What follows belongs to an exercise in optimizing a design on an open flow for small area, a short achievable clock period and few clock cycles per item; a production flow would make more cautious choices. Where RTL was checked, it was by simulation tests only, not by an equivalence proof against the original. Function not checked in runs 1 and 3: the RTL went through the layout flow alone. Power figures rest on the tool's default switching activity, not on a simulated workload.

===== design.v =====
package bpdt_pkg;
    localparam int TABLE_DEPTH = 64;
    localparam int CNT_W       = $clog2(TABLE_DEPTH + 1);
    localparam int ID_W   = 16;
    localparam int TICK_W = 8;
    localparam int WAIT_W = 16;
    localparam int OCC_W  = 7;
    localparam int OFS_W  = WAIT_W + 1;
endpackage
module blocked_process_delay_table (
    input  logic                          clk,
    input  logic                          rst_n,
    input  logic                          in_valid,
    output logic                          in_stall,
    input  logic                          arrival_valid,
    input  logic [bpdt_pkg::ID_W-1:0]     process_id,
    input  logic [bpdt_pkg::TICK_W-1:0]   block_ticks,
    input  logic [bpdt_pkg::WAIT_W-1:0]   wait_so_far,
    output logic                          out_valid,
    input  logic                          out_stall,
    output logic                          released_valid,
    output logic [bpdt_pkg::ID_W-1:0]     released_id,
    output logic [bpdt_pkg::WAIT_W-1:0]   released_wait,
    output logic [bpdt_pkg::OCC_W-1:0]    occupancy,
    output logic                          arrival_dropped
);
    localparam int TABLE_DEPTH = bpdt_pkg::TABLE_DEPTH;
    localparam int CNT_W       = bpdt_pkg::CNT_W;
    localparam int ID_W        = bpdt_pkg::ID_W;
    localparam int TICK_W      = bpdt_pkg::TICK_W;
    localparam int WAIT_W      = bpdt_pkg::WAIT_W;
    localparam int OCC_W       = bpdt_pkg::OCC_W;
    localparam int OFS_W       = bpdt_pkg::OFS_W;
    localparam int N    = TABLE_DEPTH;
    localparam int GRP  = 8;                  
    localparam int NG   = N / GRP;
    localparam int RES_W = 1 + ID_W + WAIT_W + OCC_W + 1;
    localparam int QD   = 3;                  
    localparam int OWE  = QD + 1;             
    logic              stall_q;
    logic              a_v;
    logic              a_arr;
    logic [ID_W-1:0]   a_id;
    logic [TICK_W-1:0] a_blk;
    logic [WAIT_W-1:0] a_wso;
    assign in_stall = stall_q;
    always_ff @(posedge clk or negedge rst_n)
    begin
        if (!rst_n)
            a_v <= 1'b0;
        else
            a_v <= in_valid && !stall_q;
    end
    always_ff @(posedge clk)
    begin
        a_arr <= arrival_valid;
        a_id  <= process_id;
        a_blk <= block_ticks;
        a_wso <= wait_so_far;
    end
    logic [N-1:0]      v_q;                   
    logic [N-1:0]      f_q;                   
    logic [ID_W-1:0]   id_q [N];
    logic [OFS_W-1:0]  s_q  [N];
    logic [TICK_W-1:0] e_q  [N];
    logic [CNT_W-1:0]  cnt_q;                 
    logic [TICK_W-1:0] tk_q;                  
    logic [TICK_W-1:0] ti_q;                  
    logic [OFS_W-1:0]  g_q;                   
    logic              tick, full, acc, blk_le1, blk_le2;
    logic              rel_tab, rel_new, acc_keep;
    logic [N:0]        sor;                   
    logic [N:0]        hor;                   
    logic [N-1:0]      shift;
    logic [N-1:0]      onehot;
    logic [N-1:0]      fn;                    
    logic [OFS_W-1:0]  s_new;
    logic [TICK_W-1:0] e_new;
    logic [CNT_W-1:0]  cnt_next;
    assign tick    = a_v;
    assign full    = cnt_q[CNT_W-1];
    assign acc     = tick && a_arr && !full;
    assign blk_le1 = (a_blk[TICK_W-1:1] == '0);
    assign blk_le2 = (a_blk <= TICK_W'(2));
    assign s_new   = {1'b0, a_wso} - g_q;
    assign e_new   = a_blk + ti_q;
    function automatic logic [N:0] suffix_or(input logic [N-1:0] x);
        logic [NG-1:0] gor;
        logic [NG:0]   gsuf;
        logic [N:0]    r;
        for (int k = 0; k < NG; k++)
            gor[k] = |x[k*GRP +: GRP];
        gsuf[NG] = 1'b0;
        for (int k = NG - 1; k >= 0; k--)
            gsuf[k] = gsuf[k+1] | gor[k];
        for (int k = 0; k < NG; k++)
            for (int j = 0; j < GRP; j++)
                r[k*GRP + j] = gsuf[k+1] | (|(x[k*GRP +: GRP] >> j));
        r[N] = 1'b0;
        suffix_or = r;
    endfunction
    assign sor = suffix_or(f_q);
    assign hor = suffix_or(~v_q);
    assign rel_tab  = tick && sor[0];
    assign rel_new  = acc && blk_le1 && !sor[0];
    assign acc_keep = acc && !blk_le1;
    always_comb
    begin
        for (int i = 0; i < N; i++)
        begin
            shift[i]  = sor[0] ? (tick && sor[i]) : (acc_keep && hor[i]);
            onehot[i] = f_q[i] && !sor[i+1];
            fn[i]     = f_q[i] || (tick && v_q[i] && (e_q[i] == tk_q));
        end
    end
    assign cnt_next = cnt_q + CNT_W'(acc) - CNT_W'(rel_tab || rel_new);
    always_ff @(posedge clk or negedge rst_n)
    begin
        if (!rst_n)
        begin
            v_q   <= '0;
            f_q   <= '0;
            cnt_q <= '0;
            tk_q  <= '0;
            ti_q  <= -TICK_W'(2);
            g_q   <= '0;
        end
        else
        begin
            for (int i = 0; i < N; i++)
            begin
                if (i == 0)
                begin
                    v_q[i] <= shift[i] ? acc : v_q[i];
                    f_q[i] <= shift[i] ? (acc && blk_le2) : fn[i];
                end
                else
                begin
                    v_q[i] <= shift[i] ? v_q[i-1] : v_q[i];
                    f_q[i] <= shift[i] ? fn[i-1] : fn[i];
                end
            end
            cnt_q <= cnt_next;
            if (tick)
            begin
                tk_q <= tk_q + TICK_W'(1);
                ti_q <= ti_q + TICK_W'(1);
                g_q  <= g_q + (a_arr ? OFS_W'(2) : OFS_W'(1));
            end
        end
    end
    always_ff @(posedge clk)
    begin
        for (int i = 0; i < N; i++)
        begin
            if (shift[i])
            begin
                if (i == 0)
                begin
                    id_q[i] <= a_id;
                    s_q[i]  <= s_new;
                    e_q[i]  <= e_new;
                end
                else
                begin
                    id_q[i] <= id_q[i-1];
                    s_q[i]  <= s_q[i-1];
                    e_q[i]  <= e_q[i-1];
                end
            end
        end
    end
    logic [ID_W-1:0]  sel_id;
    logic [OFS_W-1:0] sel_s;
    always_comb
    begin
        sel_id = {ID_W{rel_new}} & a_id;
        sel_s  = {OFS_W{rel_new}} & s_new;
        for (int i = 0; i < N; i++)
        begin
            sel_id = sel_id | ({ID_W{onehot[i]}} & id_q[i]);
            sel_s  = sel_s  | ({OFS_W{onehot[i]}} & s_q[i]);
        end
    end
    logic              d_v;
    logic              d_rv;
    logic [ID_W-1:0]   d_id;
    logic [OFS_W-1:0]  d_s;
    logic [OCC_W-1:0]  d_occ;
    logic              d_drop;
    always_ff @(posedge clk or negedge rst_n)
    begin
        if (!rst_n)
            d_v <= 1'b0;
        else
            d_v <= tick;
    end
    always_ff @(posedge clk)
    begin
        d_rv   <= rel_tab || rel_new;
        d_id   <= sel_id;
        d_s    <= sel_s;
        d_occ  <= OCC_W'(cnt_next);
        d_drop <= a_arr && full;
    end
    logic [OFS_W-1:0]  w_sum;
    logic [WAIT_W-1:0] d_wait;
    logic [RES_W-1:0]  r_data;
    assign w_sum  = d_s + g_q;
    assign d_wait = w_sum[OFS_W-1] ? '1 : w_sum[WAIT_W-1:0];
    assign r_data = {d_rv, d_id, d_wait, d_occ, d_drop};
    logic             o_v;
    logic [RES_W-1:0] o_data;
    logic [RES_W-1:0] q_data [QD];
    logic [1:0]       q_rp, q_wp;
    logic [1:0]       q_cnt;
    logic [2:0]       owe_q, owe_next;
    logic             o_free, q_empty, q_pop, q_push;
    assign o_free  = !o_v || !out_stall;
    assign q_empty = (q_cnt == 2'd0);
    assign q_pop   = o_free && !q_empty;
    assign q_push  = d_v && !(o_free && q_empty);
    function automatic logic [1:0] inc3(input logic [1:0] p);
        inc3 = (p == 2'd2) ? 2'd0 : p + 2'd1;
    endfunction
    always_ff @(posedge clk or negedge rst_n)
    begin
        if (!rst_n)
        begin
            o_v     <= 1'b0;
            q_rp    <= '0;
            q_wp    <= '0;
            q_cnt   <= '0;
            owe_q   <= '0;
            stall_q <= 1'b0;
        end
        else
        begin
            if (o_free)
                o_v <= !q_empty || d_v;
            if (q_pop)
                q_rp <= inc3(q_rp);
            if (q_push)
                q_wp <= inc3(q_wp);
            q_cnt   <= q_cnt + 2'(q_push) - 2'(q_pop);
            owe_q   <= owe_next;
            stall_q <= (owe_next >= 3'(OWE));
        end
    end
    assign owe_next = owe_q + 3'(in_valid && !stall_q) - 3'(o_v && !out_stall);
    always_ff @(posedge clk)
    begin
        if (o_free)
            o_data <= q_empty ? r_data : q_data[q_rp];
        if (q_push)
            q_data[q_wp] <= r_data;
    end
    assign out_valid = o_v;
    assign {released_valid, released_id, released_wait, occupancy, arrival_dropped} = o_data;
endmodule

===== constraint.sdc =====
create_clock -name core_clock -period 6.0 [get_ports {clk}]
set_input_delay 1.2000 -clock core_clock [delete_from_list [all_inputs] [get_ports {clk}]]
set_output_delay 1.2000 -clock core_clock [all_outputs]
set_load 0.01 [all_outputs]

===== config.mk =====
export PLATFORM = sky130hd
export DESIGN_NAME = blocked_process_delay_table
export DESIGN_NICKNAME = blocked_process_delay_table
export VERILOG_FILES = /design/flow/design.v
export SDC_FILE = /design/flow/constraint.sdc
export NUM_CORES = 4
export LEC_CHECK = 0
export CAP_MARGIN = 20
export CORE_MARGIN = 2
export CORE_UTILIZATION = 40
export SLEW_MARGIN = 20

===== run.sh =====
#!/bin/bash
# synth_recipe.tcl (not shown) runs the flow's synth.tcl, then flattens the netlist and writes it again
# the make line also repeats each setting of config.mk as NAME=value (left out here)
make -C /OpenROAD-flow-scripts/flow DESIGN_CONFIG=/design/flow/config.mk WORK_HOME=/design/flow/orfs CLKGATE_MAP_FILE= SYNTH_SCRIPT=/design/flow/synth_recipe.tcl finish

==> summary.txt, run 1 <==
* TritonCTS clock tree: built
* Max Transition Viols Final at 0
* Area Growth Syn to Fin at 15.16%
* Via-to-Cell Ratio at 6.012
* Full die area at 295,100 um^2
* Cells after Synth at 6,922
* Initial DRC Count at 10,850
* Setup violators final at 0
* Post-synthesis adder-cell area fraction at 0.6841%
* Most frequent cells in the layout: edfxtp_1 (2,788), a22oi_1 (451), nand2_1 (407)
* Fin crit period at 5.553 ns
* Max VDD drop at 346.7 uV
* Max cap viols at 0
* CP endpoint kind: flip-flop
* Chip width at 543.2 um
* Final Hold Fails at 0
* Residual DRC count at 0
* Worst slew pin tran at 1.200 ns
* Gpl congestion at 0.9356
* Setup Fix Bufs, Post-CTS at 0
* Post-Place Cell Area at 123,700 um^2
* Nature of the critical path startpoint: flip-flop
* Clock latency on the worst-skew pair at 0.89 ns
* Worst Setup Slack, final at 0.4466 ns
* Tot GR Track Use at 22.83%
* Top cells by area, synth: edfxtp_1 (72%), dfrtp_1 (3.9%), a22oi_1 (2.9%)
* I/O pin cnt at 88
* Async SR Flop Fraction at 5.900%
* Pre-CTS setup slack at 0.6979 ns
* Relative slew slack at 19.27%
* Post-CTS Hold Buffers at 0
* Post-CTS sizing at 0
* Fin nets at 7,322
* Clk_skew at 0.07066 ns
* Layout cells sized above 1 at 12.21%
* CORE AREA at 288,600 um^2
* Mux share of post-synthesis cell area at 1.512%
* Avg Inst Size Synth at 16.80 um^2
* H-tree depth at 5
* Status: finished clean
* Total Wirelength at 344,800 um
* Initial Utilization at 40.30%
* Synth cell types at 90
* Final instance area at 133,900 um^2
* Post-route clock period utilization at 92.56%
* RSZ-0062 raised after global routing: false
* Clk root buf: clkbuf_16
* Yosys reg bits at 3,051
* Arrival time at the worst endpoint at 6.27 ns
* Largest family of logic cells by synthesized area: compound AO/OA/AOI/OAI gates
* TNS Setup at 0 ns
* TritonRoute pass-1 iters at 10
* Main flop type after synthesis: edfxtp_1
* Worst min-delay path class: in -> async
* Initial antenna violation count at 10
* WP data required at 6.71 ns
* IO Port Bufs at 87
* Most common cell after layout, fill and taps aside: edfxtp_1
* Die height at 543.2 um
* Sequential element share of the synthesized area at 77.28%
* Crit path kind: reg -> reg
* Row cnt at 197
* Yosys warns at 4
* Top cell type's share of synthesized area at 71.98%
* GR Overflow Total at 0
* Vias in the first global route at 66,520
* Num CTS Buffers at 323
* Worst-path clk slew at 0.06 ns
* Global-route wire length before repair at 491,000 um
* Post-Syn Nets at 7,027
* Post-Synth XOR/XNOR Area at 4.397%
* Worst-case reg-to-reg path depth at 11
* Hpwl dp at 234,500 um
* Via count at 68,260
* CTS max path bufs at 4
* Wirelength per Cell at 30.36 um
* Post-synth EDFFs at 2,788
* Post-Synth Simple-Gate Area at 5.525%
* Max Clk Rate at 0.1801 GHz
* Crit Path Max Fanout at 71
* Leak at 44.31 nW
* Leading area contributor after synthesis: edfxtp_1
* Synth Cell Area at 116,300 um^2
* Antenna Nets Post-Route at 0
* Pwr Density at 459.9 nW/um^2
* CTS sink count at 3,051
* Util after Layout at 46.41%
* Compound-Gate Fraction of Synth Area at 8.981%
* Largest net degree at the start of global routing at 97
[stage by stage]
| step | hold slack [ns] | std cells | total power (W) |
|---|---|---|---|
| final | 0.2890 | 11350 | 0.06161 |
| after global routing | 0.3267 | 11350 | 0.06364 |
| after CTS | 0.2980 | 11350 | 0.06174 |
| after detailed placement | 0.4253 | 10770 | 0.04229 |
| after global placement | 0.4269 | 10770 | 0.04207 |
| after floorplan | 0.3519 | 6922 | 0.03681 |
[cell type report]
cell class | instances | area (um^2)
Sequential cell | 3051 | 89930
Inverter | 103 | 387.9
Multi-Input combinational cell | 3408 | 25040
Clock buffer | 410 | 8760
Timing Repair Buffer | 330 | 3562
Fill cell | 24460 | 154700
Tap cell | 3880 | 4855
Antenna cell | 5 | 12.51
Clock inverter | 167 | 1409
[where the power goes]
group          leakage, nW  internal, W  switching [W]
Clock                 5.02       0.0112        0.00829
Combinational         10.7      0.00317        0.00682
Sequential            28.6       0.0291        0.00301
Total                 44.3       0.0435         0.0181
[cells in the mapped netlist, types with 83 or more instances]
library cell,n
nand2_1,414
mux2i_1,106
edfxtp_1,2788
a221oi_1,137
dfrtp_1,179
xor2_1,212
nand4_1,188
o21ai_0,118
a222oi_1,139
inv_1,102
xnor2_1,372
nor4_1,103
a21oi_1,133
clkbuf_1,236
nor2_1,145
a22o_1,89
a22oi_1,451
dfxtp_1,83
nand3_1,126
[worst max-delay path, stage by stage (launching register included)]
cell and delay (ns):
dfrtp_2 0.38, buf_4 0.60, or4_1 0.62, or3_1 0.72, nor4b_4 0.23, buf_4 0.31, a22o_1 0.23, nor4_1 0.64
nand3_1 0.12, or3_1 0.42, nor4_1 1.00, nand2_1 0.10
[state kept, by name (all words and copies together) (netlist names), 7 cells and up]
| register | count |
|---|---|
| g_q | 17 |
| q_data | 123 |
| id_q | 1024 |
| d_s | 17 |
| a_wso | 16 |
| tk_q | 8 |
| d_occ | 7 |
| a_blk | 8 |
| s_q | 1088 |
| v_q | 64 |
| cnt_q | 7 |
| f_q | 64 |
| a_id | 16 |
| ti_q | 8 |
| d_id | 16 |
| o_data | 41 |
| e_q | 512 |
[per-layer routing]
metal / track usage [%] / vias up / routed length [um]
met5: 0 / - / 19
met4: 5.828 / 4 / 9606
met3: 5.872 / 593 / 41040
met2: 35.61 / 4401 / 157200
met1: 31.81 / 34880 / 136900
li1: - / 28380 / -
[cell families (layout without fill, tap and decap cells)]
group / Yosys count / count (layout)
AOI/OAI and AO/OA: 1352 / 1352
and+or+nand+nor: 1245 / 1245
buffers and inverters: 463 / 1010
other: 0 / 5
muxes: 167 / 167
DFF: 3051 / 3051
xor gates and xnor gates: 584 / 584
adders and majority gates: 60 / 60
[worst paths after layout]
check / from / end / slack [ns]
hold / removal: rst_n / o_v / 0.29
min in group core_clock: s_q[4][9] / s_q[5][9] / 0.41
setup / recovery: f_q[63] / d_id[11] / 0.45
max in group asynchronous: rst_n / tk_q[5] / 4.43
hold reg to reg: s_q[4][9] / s_q[5][9] / 0.41
setup reg to reg: f_q[63] / d_id[11] / 0.45
==> inputs of run 2 (changes only) <==
--- a/design.v
+++ b/design.v
@@ -124,3 +124,3 @@
             tk_q  <= '0;
-            ti_q  <= -TICK_W'(2);
+            ti_q  <= {{(TICK_W-1){1'b1}}, 1'b0};
             g_q   <= '0;
==> run 2 against run 1 <==
Register-to-register slack gained 0.21 ns; worst setup slack improved by 0.21 ns; sequential cell count stayed put; total power barely moved; largest cell class unchanged; still clean.
==> summary.txt, run 2 <==
* Max Clk Rate at 0.1873 GHz (+4.0%)
* Max VDD drop at 355.9 uV (+2.7%)
* Crit Path Max Fanout at 41 (-42%)
* RSZ-0062 raised after global routing: false
* H-tree depth at 5 (unchanged)
* I/O pin cnt at 88 (unchanged)
* Post-CTS sizing at 0 (unchanged)
* Row cnt at 197 (unchanged)
* WP data required at 6.55 ns (-0.16 ns)
* Worst min-delay path class: in -> async
* Die height at 543.3 um (about the same)
* GR Overflow Total at 0 (unchanged)
* R2r endpoint: id_q[62][5]
* Synth cell types at 90 (unchanged)
* Crit-path slowest cell: or4_2
* Crit-path max cell delay at 0.91 ns (-0.09 ns)
* Clk root buf: clkbuf_16
* Antenna Nets Post-Route at 0 (unchanged)
* Final instance area at 134,100 um^2 (+0.11%)
* WP depth at 11 (unchanged)
* Yosys reg bits at 3,051 (unchanged)
* Most frequent cells after synthesis: edfxtp_1 (2,788), a22oi_1 (451), nand2_1 (414)
* Via count at 67,830 (-0.63%)
* TritonRoute pass-1 iters at 10 (unchanged)
* Worst-case reg-to-reg path depth at 11 (unchanged)
* Synth Cell Area at 116,300 um^2 (about the same)
* CP endpoint kind: flip-flop
* Full die area at 295,100 um^2 (about the same)
* Largest net degree at the start of global routing at 107 (+10%)
* Fin nets at 7,357 (+0.48%)
* Async SR Flop Fraction at 5.900% (unchanged)
* Total Wirelength at 338,500 um (-1.8%)
* CP Cell Sequence: nor4_2 -> and4_1 -> nand4_1 -> or4_1 -> buf_4 -> or4_2 -> buf_12 -> a21oi_1 -> nor2_1 -> inv_1 -> buf_4
* Most common cell after layout, fill and taps aside: edfxtp_1
* Relative slew slack at 20.89% (+1.6 points)
* CTS sink count at 3,051 (unchanged)
* Pwr Total at 0.06157 W (about the same)
* Final Hold Fails at 0 (unchanged)
* Most frequent cells in the layout: edfxtp_1 (2,788), a22oi_1 (451), nand2_1 (407)
* Critical Path Start: f_q[61]
* CP most frequent cell: buf_4
* TNS Setup at 0 ns (unchanged)
* Hpwl dp at 238,000 um (+1.5%)
* Initial Utilization at 40.30% (about the same)
* Arrival time at the worst endpoint at 5.88 ns (-0.39 ns)
* Worst reg-to-reg setup slack at 0.66 ns (+0.21 ns)
* Crit path max-delay family: simple AND/OR/NAND/NOR gates
* Largest regs: s_q x1088, id_q x1024, e_q x512
* Clock latency on the worst-skew pair at 0.96 ns (+0.07 ns)
* Area Growth Syn to Fin at 15.28%
* Max cap viols at 0 (unchanged)
* Initial DRC Count at 10,470 (-3.6%)
* Post-Syn Nets at 7,027 (unchanged)
* Residual DRC count at 0 (unchanged)
* Fin crit period at 5.339 ns (-0.2143 ns)
* Chip width at 543.3 um (about the same)
* Sequential element share of the synthesized area at 77.28% (about the same)
* Post-synth EDFFs at 2,788 (unchanged)
* Main flop type after synthesis: edfxtp_1
* Global-route wire length before repair at 482,100 um (-1.8%)
* Worst slew pin tran at 1.178 ns (-0.02257 ns)
* CTS max path bufs at 4 (unchanged)
* Post-Place Cell Area at 123,900 um^2 (+0.13%)
* Max reg flops at 1,088 (unchanged)
* Via-to-Cell Ratio at 5.966 (-0.77%)
* Post-route clock period utilization at 88.99% (-3.6 points)
* Leak at 44.40 nW (+0.21%)
* Yosys warns at 4 (unchanged)
* Setup Fix Bufs, Post-CTS at 0 (unchanged)
* Top cells by area, synth: edfxtp_1 (72%), dfrtp_1 (3.7%), a22oi_1 (2.9%)
* Num CTS Buffers at 329 (+1.9%)
* Top cell type's share of synthesized area at 71.97% (about the same)
* Wirelength per Cell at 29.77 um (-2.0%)
* Gpl congestion at 0.9528 (+1.8%)
* Pwr Density at 459.1 nW/um^2 (-0.17%)
* Biggest register: s_q
* Initial antenna violation count at 12 (+2)
* Tot GR Track Use at 22.46% (-0.37 points)
* IO Port Bufs at 87 (unchanged)
* Setup violators final at 0 (unchanged)
* Vias in the first global route at 66,210 (-0.46%)
* Post-CTS Hold Buffers at 0 (unchanged)
* Nature of the critical path startpoint: flip-flop
* Worst-path clk slew at 0.06 ns (about the same)
* Clk_skew at 0.08387 ns (+0.01321 ns)
* Cells after Synth at 6,922 (unchanged)
* Avg Inst Size Synth at 16.80 um^2 (about the same)
* Status: finished clean
* TritonCTS clock tree: built
* Crit path to: id_q[62][5]
* Layout cells sized above 1 at 12.46% (+0.25 points)
* CORE AREA at 288,600 um^2 (unchanged)
* Most common cell in the netlist: edfxtp_1
* WP buf/inv at 4 (+2)
* Leading area contributor after synthesis: edfxtp_1
* Max Transition Viols Final at 0 (unchanged)
* FF-to-FF Start: f_q[61]
* Crit path kind: reg -> reg
run 2: power by group:
| part | total, W | internal (W) | switching [W] | leakage, nW |
|---|---|---|---|---|
| sequential | 0.0321 | 0.0291 | 0.00298 | 28.6 |
| clock | 0.0195 | 0.0113 | 0.00819 | 4.99 |
| combinational | 0.00993 | 0.00319 | 0.00673 | 10.8 |
| total | 0.0616 | 0.0437 | 0.0179 | 44.4 |
run 2: layout make-up:
type                    instances  area [um^2]
diodes                          2        5.005
clock buffers                 404         8712
clock inverters               163         1454
fillers                     24550       154500
inverters                     103        387.9
multi-input cells            3408        25030
flip-flops and latches       3051        89930
well taps                    3880         4855
repair buffers                359         3727
run 2: metal layers:
layer / global-route usage [%] / part of all wire [%] / vias to the layer above
li1: - / - / 28420
met1: 30.92 / 40 / 34570
met2: 34.33 / 45 / 4228
met3: 7.024 / 13 / 603
met4: 6.168 / 2.8 / 4
met5: 0 / 0.0086 / -
run 2: through the flow:
step / instances / utilization, % / setup slack (ns) / hold slack [ns]
after global routing: 11370 / 46.46 / 0.4974 / 0.2086
after floorplan: 6922 / - / 0.02460 / 0.3519
after CTS: 11370 / 46.45 / 0.8058 / 0.1917
after detailed placement: 10800 / 42.93 / 0.8226 / 0.4312
after global placement: 10800 / 42.93 / 0.8263 / 0.4277
final: 11370 / 46.46 / 0.6608 / 0.2047
run 2: worst min-delay path by stage:
stage	cells past startpoint	endpoint	from	slack [ns]
6_report	1	a_v	rst_n	0.20
5_1_grt	1	a_v	rst_n	0.21
4_1_cts	1	o_v	rst_n	0.19
3_5_place_dp	0	id_q[0][5]	a_id[5]	0.43
3_3_place_gp	0	s_q[54][10]	s_q[53][10]	0.43
2_1_floorplan	0	d_v	a_v	0.35
run 2: kinds of logic after synthesis:
group           after synthesis  share of synthesized area [%]
compound gates             1352                          8.980
xor+xnor                    584                          4.397
fa+ha+maj                    60                         0.6841
buf+inv                     463                          1.621
flops                      3051                          77.28
mux                         167                          1.512
simple gates               1245                          5.524
Testbench counts of run 2, summed over its fixed seeds: cycles 9,624, items 9,600.
==> inputs of run 3 (changes only) <==
--- a/design.v
+++ b/design.v
@@ -74,3 +74,2 @@
     logic [N-1:0]      shift;
-    logic [N-1:0]      onehot;
     logic [N-1:0]      fn;                    
@@ -111,3 +110,2 @@
             shift[i]  = sor[0] ? (tick && sor[i]) : (acc_keep && hor[i]);
-            onehot[i] = f_q[i] && !sor[i+1];
             fn[i]     = f_q[i] || (tick && v_q[i] && (e_q[i] == tk_q));
@@ -115,3 +113,6 @@
     end
-    assign cnt_next = cnt_q + CNT_W'(acc) - CNT_W'(rel_tab || rel_new);
+    logic [CNT_W-1:0] cnt_acc, cnt_acc_rel;
+    assign cnt_acc     = acc ? cnt_q + CNT_W'(1) : cnt_q;
+    assign cnt_acc_rel = acc ? cnt_q : cnt_q - CNT_W'(1);
+    assign cnt_next    = (rel_tab || rel_new) ? cnt_acc_rel : cnt_acc;
     always_ff @(posedge clk or negedge rst_n)
@@ -172,2 +173,6 @@
     end
+    logic [ID_W-1:0]  g_id [NG];
+    logic [OFS_W-1:0] g_s  [NG];
+    logic [NG-1:0]    g_any;
+    logic [NG:0]      g_suf;
     logic [ID_W-1:0]  sel_id;
@@ -176,8 +181,28 @@
     begin
+        for (int k = 0; k < NG; k++)
+        begin
+            logic [GRP-1:0] fg;
+            logic [GRP:0]   lsuf;
+            fg       = f_q[k*GRP +: GRP];
+            lsuf[GRP] = 1'b0;
+            for (int j = GRP - 1; j >= 0; j--)
+                lsuf[j] = lsuf[j+1] | fg[j];
+            g_any[k] = lsuf[0];
+            g_id[k]  = '0;
+            g_s[k]   = '0;
+            for (int j = 0; j < GRP; j++)
+            begin
+                g_id[k] = g_id[k] | ({ID_W{fg[j] && !lsuf[j+1]}}  & id_q[k*GRP + j]);
+                g_s[k]  = g_s[k]  | ({OFS_W{fg[j] && !lsuf[j+1]}} & s_q[k*GRP + j]);
+            end
+        end
+        g_suf[NG] = 1'b0;
+        for (int k = NG - 1; k >= 0; k--)
+            g_suf[k] = g_suf[k+1] | g_any[k];
         sel_id = {ID_W{rel_new}} & a_id;
         sel_s  = {OFS_W{rel_new}} & s_new;
-        for (int i = 0; i < N; i++)
-        begin
-            sel_id = sel_id | ({ID_W{onehot[i]}} & id_q[i]);
-            sel_s  = sel_s  | ({OFS_W{onehot[i]}} & s_q[i]);
+        for (int k = 0; k < NG; k++)
+        begin
+            sel_id = sel_id | ({ID_W{g_any[k] && !g_suf[k+1]}}  & g_id[k]);
+            sel_s  = sel_s  | ({OFS_W{g_any[k] && !g_suf[k+1]}} & g_s[k]);
         end
--- a/config.mk
+++ b/config.mk
@@ -9,3 +9,5 @@
 export CORE_MARGIN = 2
-export CORE_UTILIZATION = 40
+export CORE_UTILIZATION = 55
+export SETUP_SLACK_MARGIN = 2.5
 export SLEW_MARGIN = 20
+export TNS_END_PERCENT = 10
==> run 3 against run 2 <==
Highest routed layer unchanged; first-iteration DRC count shrank 12%; via count increased by 2.9%; sequential power increased by 7.5%; still clean on timing, DRC and antenna; clock power hardly changed; area after synthesis is 0.80% higher; utilization is 19 points higher; final cell count shrank 5.2%; critical path depth unchanged; hold slack got worse by 0.016 ns; synthesized cell count increased by 4.3%; critical path type unchanged; clock skew fell by 0.024 ns; register-to-register slack improved by 1.5 ns.
==> summary.txt, run 3 <==
* Sequential element share of the synthesized area at 76.67% (-0.61 points)
* RSZ-0062 raised after global routing: true
* Most common cell in the netlist: edfxtp_1
* Pwr Density at 516.2 nW/um^2 (+12%)
* Most common cell after layout, fill and taps aside: edfxtp_1
* Met3 Track Usage GR at 5.966% (-1.1 points)
* Top cells by area, synth: edfxtp_1 (71%), dfrtp_1 (3.7%), xnor2_1 (2.8%)
* Async SR Flop Fraction at 5.900% (unchanged)
* CP Cell Sequence: or4_4 -> or4_4 -> buf_12 -> o21ai_4 -> buf_12 -> buf_4 -> a31o_2 -> nand4_1 -> nor4_1 -> buf_4 -> nand3_1
* Row cnt at 169 (-14%)
* Crit-path slowest cell: or4_4
* Synth cell types at 86 (-4.4%)
* Crit Path Max Fanout at 13 (-68%)
* Final Hold Fails at 0 (unchanged)
* Global-route wire length before repair at 479,900 um (-0.45%)
* Crit path max-delay family: simple AND/OR/NAND/NOR gates
* WP data required at 6.82 ns (+0.27 ns)
* Yosys reg bits at 3,051 (unchanged)
* Initial antenna violation count at 13 (+1)
* Clk_skew at 0.06031 ns (-0.02357 ns)
* Vias in the first global route at 67,280 (+1.6%)
* Fin nets at 7,796 (+6.0%)
* Main flop type after synthesis: edfxtp_1
* Max reg flops at 1,088 (unchanged)
* Max Transition Viols Final at 0 (unchanged)
* CTS sink count at 3,051 (unchanged)
* Leading area contributor after synthesis: edfxtp_1
* WP depth at 11 (unchanged)
* Yosys warns at 6 (+2)
* Worst-path clk slew at 0.06 ns (about the same)
* Clk root buf: clkbuf_16
* Most frequent cells after synthesis: edfxtp_1 (2,788), nand2_1 (538), a22oi_1 (407)
* Post-synth EDFFs at 2,788 (unchanged)
* CTS max path bufs at 4 (unchanged)
* Crit path kind: reg -> reg
* Post-Syn Nets at 7,319 (+4.2%)
* Antenna Nets Post-Route at 0 (unchanged)
* Num CTS Buffers at 327 (-0.61%)
* Status: finished clean
* Leak at 45.51 nW (+2.5%)
* Most frequent cells in the layout: edfxtp_1 (2,788), nand2_1 (520), a22oi_1 (407)
* Nature of the critical path startpoint: flip-flop
* Area Growth Syn to Fin at 17.63%
* Biggest register: s_q
* Worst min-delay path class: in -> async
* Wirelength per Cell at 32.10 um (+7.8%)
* H-tree depth at 5 (unchanged)
* Max cap viols at 0 (unchanged)
* Total Wirelength at 345,900 um (+2.2%)
* Gpl congestion at 0.8914 (-6.4%)
* TritonRoute pass-1 iters at 8 (-2)
* Die height at 465.7 um (-14%)
* Largest regs: s_q x1088, id_q x1024, e_q x512
* Fin crit period at 3.811 ns (-1.528 ns)
* CP endpoint kind: flip-flop
* Largest net degree at the start of global routing at 135 (+26%)
* Top cell type's share of synthesized area at 71.40% (-0.57 points)
* Worst slew pin tran at 1.000 ns (-0.1772 ns)
* Via-to-Cell Ratio at 6.477 (+8.6%)
* Crit-path max cell delay at 0.59 ns (-0.32 ns)
* Avg Inst Size Synth at 16.24 um^2 (-3.4%)
* Worst-case reg-to-reg path depth at 11 (unchanged)
* CORE AREA at 212,100 um^2 (-27%)
* I/O pin cnt at 88 (unchanged)
* GR Overflow Total at 0 (unchanged)
* Initial Utilization at 55.29% (+15 points)
* Setup violators final at 0 (unchanged)
* Synth Cell Area at 117,300 um^2 (+0.80%)
* TNS Setup at 0 ns (unchanged)
* Chip width at 465.7 um (-14%)
* Hpwl dp at 217,400 um (-8.7%)
* WP buf/inv at 4 (unchanged)
* Arrival time at the worst endpoint at 4.63 ns (-1.25 ns)
* Max Clk Rate at 0.2624 GHz (+40%)
* Full die area at 216,900 um^2 (-27%)
* Via count at 69,790 (+2.9%)
* Met1 GRT Util at 41.11% (+10 points)
* Pwr Total at 0.07119 W (+16%)
* Cells after Synth at 7,220 (+4.3%)
* Initial DRC Count at 9,213 (-12%)
* IO Port Bufs at 87 (unchanged)
* Met2 Use GR at 47.83% (+14 points)
* TritonCTS clock tree: built
* Gr busiest metal: met2
* Max VDD drop at 362.2 uV (+1.8%)
* Relative slew slack at 32.69% (+12 points)
* Worst reg-to-reg setup slack at 2.19 ns (+1.53 ns)
* Layout cells sized above 1 at 15.74% (+3.3 points)
* Post-route clock period utilization at 63.51% (-25 points)
* Clock latency on the worst-skew pair at 0.97 ns (about the same)
* Tot GR Track Use at 30.46% (+8.0 points)
* Residual DRC count at 0 (unchanged)
-- run 3: cell count changes in the layout (fill, tap and decap cells not counted), moves of 38 or more --
cell       change
a221oi_1     +144
clkbuf_16     +38
a22o_1        -80
nand4_1       -93
a31oi_1       +81
a222oi_1     -100
buf_6         +44
nand3_1       -74
a22oi_1       -44
o21ai_0      +101
nand2_1      +113
-- run 3: metal layers --
| metal | up-vias | part of all wire (%) |
|---|---|---|
| li1 | 29690 | - |
| met1 | 35650 | 38 |
| met2 | 3763 | 47 |
| met3 | 674 | 9.0 |
| met4 | 12 | 5.2 |
| met5 | - | 0.028 |
-- run 3: power by group --
group	total [W]	switching (W)	internal (W)
sequential	0.0345	0.00383	0.0307
clock	0.0192	0.00804	0.0111
combinational	0.0175	0.0111	0.00642
total	0.0712	0.0229	0.0483
-- run 3: logic make-up (layout without fill, tap and decap cells) --
kind of cell | after synthesis | count (layout) | share of synthesized area, %
flip-flops | 3051 | 3051 | 76.67
AO/OA/AOI/OAI | 1620 | 1624 | 10.10
AND/OR/NAND/NOR | 1247 | 1251 | 5.104
XOR/XNOR | 582 | 582 | 4.347
buffers and inverters | 492 | 1205 | 1.609
multiplexers | 174 | 174 | 1.560
adder cells (fa/ha/maj) | 54 | 54 | 0.6082
other | 0 | 12 | 0
-- run 3: stage by stage --
step / util, % / setup slack (ns) / cells / hold WS, ns / area [um^2]
5_1_grt: 65.03 / 2.150 / 10770 / 0.1830 / 137900
3_3_place_gp: 57.65 / 0.8929 / 9916 / 0.4275 / 122300
2_1_floorplan: - / 0.9376 / 7220 / 0.4086 / 117400
4_1_cts: 63.62 / 2.201 / 10620 / 0.1631 / 134900
6_report: 65.03 / 2.189 / 10770 / 0.1883 / 137900
3_5_place_dp: 57.72 / 1.183 / 9924 / 0.4314 / 122400
-- run 3: path summary, 6_finish.rpt --
kind,startpoint,endpoint
worst max-delay path,f_q[54],d_s[10]
worst min-delay path,rst_n,ti_q[0]
worst max register to register,f_q[54],d_s[10]
worst min register to register,id_q[5][6],id_q[6][6]
max in group asynchronous,rst_n,tk_q[1]
min in group core_clock,id_q[5][6],id_q[6][6]
-- run 3: repair_timing --
item,CTS,global route
endpoints found under the setup margin,2801,2747
hold endpoints to repair,0,0
hold buffers,0,0
pin swaps,26,27
buffers inserted,87,93
gates cloned,34,51
gates resized for setup,262,217
-- run 3: area by class of cell --
class,count,area (um^2)
antenna,12,30.03
clock buffer,448,8947
clock inverter,125,1026
fill,14820,74160
inverter,76,417.9
multi-input combinational,3685,27080
sequential,3051,89950
tap,2821,3530
timing repair buffer,543,6792
timing repair inverter,13,148.9

-- static timing again, ports no longer ideal --
In the flow no input, the clock included, has a driving cell. The finished layouts below were timed again as built, in two steps. Step 1 (the two cells are an assumption about what drives the block):
set clk [get_ports {clk}]
set_driving_cell -lib_cell sky130_fd_sc_hd__clkbuf_16 $clk
set_driving_cell -lib_cell sky130_fd_sc_hd__buf_2 [delete_from_list [all_inputs] $clk]
Step 2 also shifts input and output timing later by t, the mid clock arrival at the registers, as if the neighbouring blocks saw the same clock. Three values: no drivers, after step 1, after step 2; two values: the first two.
| run | shift t [ns] | setup slack, ns | worst setup path at the end | worst register clock-pin slew, ns | pins driven straight from the clock port |
|---|---|---|---|---|---|
| run 1 | 0.953 | 0.447 / 0.447 / 0.447 | register to register | 0.07 / 0.07 | 1 |
| run 2 | 1.024 | 0.661 / 0.661 / 0.661 | register to register | 0.07 / 0.07 | 1 |
| run 3 | 1.029 | 2.189 / 2.189 / 2.003 | input to register | 0.07 / 0.07 | 1 |
After both steps every run listed still meets setup and hold. For run 3, which loses most, drivers alone change the setup slack by 0.000 ns; drivers and shift together by -0.186 ns.
